Context: an optimization exercise on an open-source flow, tuned for small area. The choices shown serve that exercise and are no tape-out recipe. In this exercise RTL edits were held to simulation tests only and were not proved equivalent to the original. Power and IR drop assume default switching activity.

Design apb_accum_array, start of the top module:
module apb_accum_array
#(
  parameter int DATA_W = 32,
  parameter int NUM_CH = 8,
  parameter int ADDR_W = 8,
  parameter int OP_LAT = 2
) (
  input  logic              PCLK,
  input  logic              PRESET,
  input  logic              PSEL,
  input  logic              PENABLE,
  input  logic              PWRITE,
  input  logic [ADDR_W-1:0] PADDR,
  input  logic [DATA_W-1:0] PWDATA,
  output logic [DATA_W-1:0] PRDATA,
  output logic              PREADY,
  output logic              PSLVERR,
  output logic              irq
);
==> flow/config.mk <==
export PLATFORM = sky130hd
export DESIGN_NAME = apb_accum_array
export DESIGN_NICKNAME = apb_accum_array
export VERILOG_FILES = /design/flow/design.v
export SDC_FILE = /design/flow/constraint.sdc
export NUM_CORES = 4
export LEC_CHECK = 0
export CAP_MARGIN = 10
export CORE_MARGIN = 2
export CORE_UTILIZATION = 50
export PLACE_DENSITY = 0.6
export SLEW_MARGIN = 10
==> flow/constraint.sdc <==
create_clock -name core_clock -period 10.0 [get_ports {PCLK}]
set_input_delay 2.0000 -clock core_clock [delete_from_list [all_inputs] [get_ports {PCLK}]]
set_output_delay 2.0000 -clock core_clock [all_outputs]
set_load 0.01 [all_outputs]
standard.sh (not shown) runs the stock make flow with config.mk's settings and CLKGATE_MAP_FILE= SYNTH_SCRIPT=/design/flow/synth_recipe.tcl, a recipe that flattens the netlist after the stock synthesis.
==> flow/flow/run.sh <==
#!/bin/bash
# Layout flow: the standard ORFS flow (standard.sh) with these changes:
#  - synthesis is the standard one except that ABC maps the logic with an area-oriented
#    script (flow/abc_area.script) instead of abc_speed.script; the flip-flops, their names
#    and cell types are untouched (ABC maps only combinational logic);
#  - ports are buffered with the smallest buffer instead of clkdlybuf4s50_1;
#  - CTS uses clkbuf_8, clusters up to 16 flip-flops per leaf buffer and inserts no dummy loads;
# make's output goes to synth_make.log and flow_make.log here; each ORFS step keeps its own
# log under orfs/logs.
set -euo pipefail
W=$PWD
rm -rf "$W/scripts_abc"
cp -r "$FLOW_HOME/scripts" "$W/scripts_abc"
cp "$W/flow/abc_area.script" "$W/scripts_abc/abc_speed.script"
SCRIPTS_DIR="$W/scripts_abc" bash standard.sh synth > synth_make.log 2>&1
export BUFFER_PORTS_ARGS="-buffer_cell sky130_fd_sc_hd__buf_1"
export CTS_ARGS="-sink_clustering_enable -repair_clock_nets -buf_list sky130_fd_sc_hd__clkbuf_8 -sink_clustering_size 16 -sink_clustering_max_diameter 80 -dont_use_dummy_load"

bash standard.sh > flow_make.log 2>&1
==> flow/flow/abc_area.script <==
strash
ifraig
scorr
dc2
strash
&get -n
&st
&dch
&nf -R 1000 -p
&put
The starting point passed the timing, DRC and antenna checks.
Change:
--- a/flow/flow/run.sh
+++ b/flow/flow/run.sh
@@ -7 +7 @@
-#  - CTS uses clkbuf_8, clusters up to 16 flip-flops per leaf buffer and inserts no dummy loads;
+#  - CTS clusters up to 24 flip-flops per leaf buffer and inserts no dummy loads;
@@ -17 +17 @@
-export CTS_ARGS="-sink_clustering_enable -repair_clock_nets -buf_list sky130_fd_sc_hd__clkbuf_8 -sink_clustering_size 16 -sink_clustering_max_diameter 80 -dont_use_dummy_load"
+export CTS_ARGS="-sink_clustering_enable -repair_clock_nets -sink_clustering_size 24 -sink_clustering_max_diameter 100 -dont_use_dummy_load"
- CAP_MARGIN: 10 -> 5
- CORE_UTILIZATION: 50 -> 65
- PLACE_DENSITY: 0.6 -> 0.75
- SLEW_MARGIN: 10 -> 5
What happened: The changed run finished with timing, DRC and antenna clean; non-clock buffer count does not change; register-to-register slack improved by 0.35 ns; sequential share of layout area grows by 0.16 points; sequential power is about the same; design area shrinks by 0.33%.
Change:
--- a/flow/flow/run.sh
+++ b/flow/flow/run.sh
@@ -4 +4,2 @@
-#    script (flow/abc_area.script) instead of abc_speed.script; the flip-flops, their names
+#    script (flow/abc_area.script: 30 s of &deepsyn, then area-relaxed &nf) instead of
+#    abc_speed.script; the flip-flops, their names
@@ -7 +8 @@
-#  - CTS clusters up to 24 flip-flops per leaf buffer and inserts no dummy loads;
+#  - CTS uses clkbuf_8, clusters up to 16 flip-flops per leaf buffer and inserts no dummy loads;
@@ -17 +18 @@
-export CTS_ARGS="-sink_clustering_enable -repair_clock_nets -sink_clustering_size 24 -sink_clustering_max_diameter 100 -dont_use_dummy_load"
+export CTS_ARGS="-sink_clustering_enable -repair_clock_nets -buf_list sky130_fd_sc_hd__clkbuf_8 -sink_clustering_size 16 -sink_clustering_max_diameter 80 -dont_use_dummy_load"
==> flow/flow/abc_area.script (replaced) <==
strash
ifraig
&get -n
&st
&deepsyn -T 30
&put
strash
&get -n
&st
&dch
&nf -R 1000 -p
&put
- CAP_MARGIN: 5 -> 20
- CORE_UTILIZATION: 65 -> 50
- CTS_CLUSTER_DIAMETER: unset -> 120
- CTS_CLUSTER_SIZE: unset -> 30
- PLACE_DENSITY: 0.75 -> 0.6
- SLEW_MARGIN: 5 -> 20
The changed run ran to the end with no violations.
Clock skew decreases by 0.0076 ns.
Cell area rose by 5.0%.
Die area came out higher by 28%.
Change:
--- a/flow/flow/run.sh
+++ b/flow/flow/run.sh
@@ -4,2 +4 @@
-#    script (flow/abc_area.script: 30 s of &deepsyn, then area-relaxed &nf) instead of
-#    abc_speed.script; the flip-flops, their names
+#    script (flow/abc_area.script) instead of abc_speed.script; the flip-flops, their names
@@ -8 +7 @@
-#  - CTS uses clkbuf_8, clusters up to 16 flip-flops per leaf buffer and inserts no dummy loads;
+#  - CTS clusters up to 24 flip-flops per leaf buffer and inserts no dummy loads;
@@ -18 +17 @@
-export CTS_ARGS="-sink_clustering_enable -repair_clock_nets -buf_list sky130_fd_sc_hd__clkbuf_8 -sink_clustering_size 16 -sink_clustering_max_diameter 80 -dont_use_dummy_load"
+export CTS_ARGS="-sink_clustering_enable -repair_clock_nets -sink_clustering_size 24 -sink_clustering_max_diameter 100 -dont_use_dummy_load"
==> flow/flow/abc_area.script (replaced) <==
strash
ifraig
scorr
dc2
strash
&get -n
&st
&dch
&nf -R 1000 -p
&put
Wire length drops by 0.71%; power climbs by about 2.2%; synthesized cell count climbs by 13%; non-clock buffer count drops by 129; hold slack gets worse by 0.017 ns; die area climbs by about 0.9%; count of clock-buffer cells in the layout drops by 14; via count climbs by about 0.37%.

## re-timing with driven ports
How much do the figures lean on ideal ports? The routed layouts below were timed once more, with nothing changed but the port constraints. Step 1: set_driving_cell puts a clkbuf_16 on PCLK and a buf_2 on each other input, an assumption about the parent block. Step 2 adds t to the input delays and takes it off the output delays; t is the mean of the earliest and latest rising clock arrival at the registers after step 1. Input paths then give back, and output paths get back, about the clock's delay inside the block. Three values: ideal, step 1, step 2; two values: the first two.
run | t, ns | setup slack, ns | pins driven straight from the clock port
the first run | 0.693 | 0.682 / 0.714 / 0.021 | 1
the second run | 0.625 | 0.633 / 0.672 / 0.047 | 1
the third run | 0.702 | 0.389 / 0.416 / -0.286 | 1
the fourth run | 0.645 | 0.777 / 0.815 / 0.170 | 1
Met with ideal ports but missed after step 2: setup timing in the third run. For the third run, which loses most, drivers alone change the setup slack by +0.027 ns; drivers and shift together by -0.675 ns.
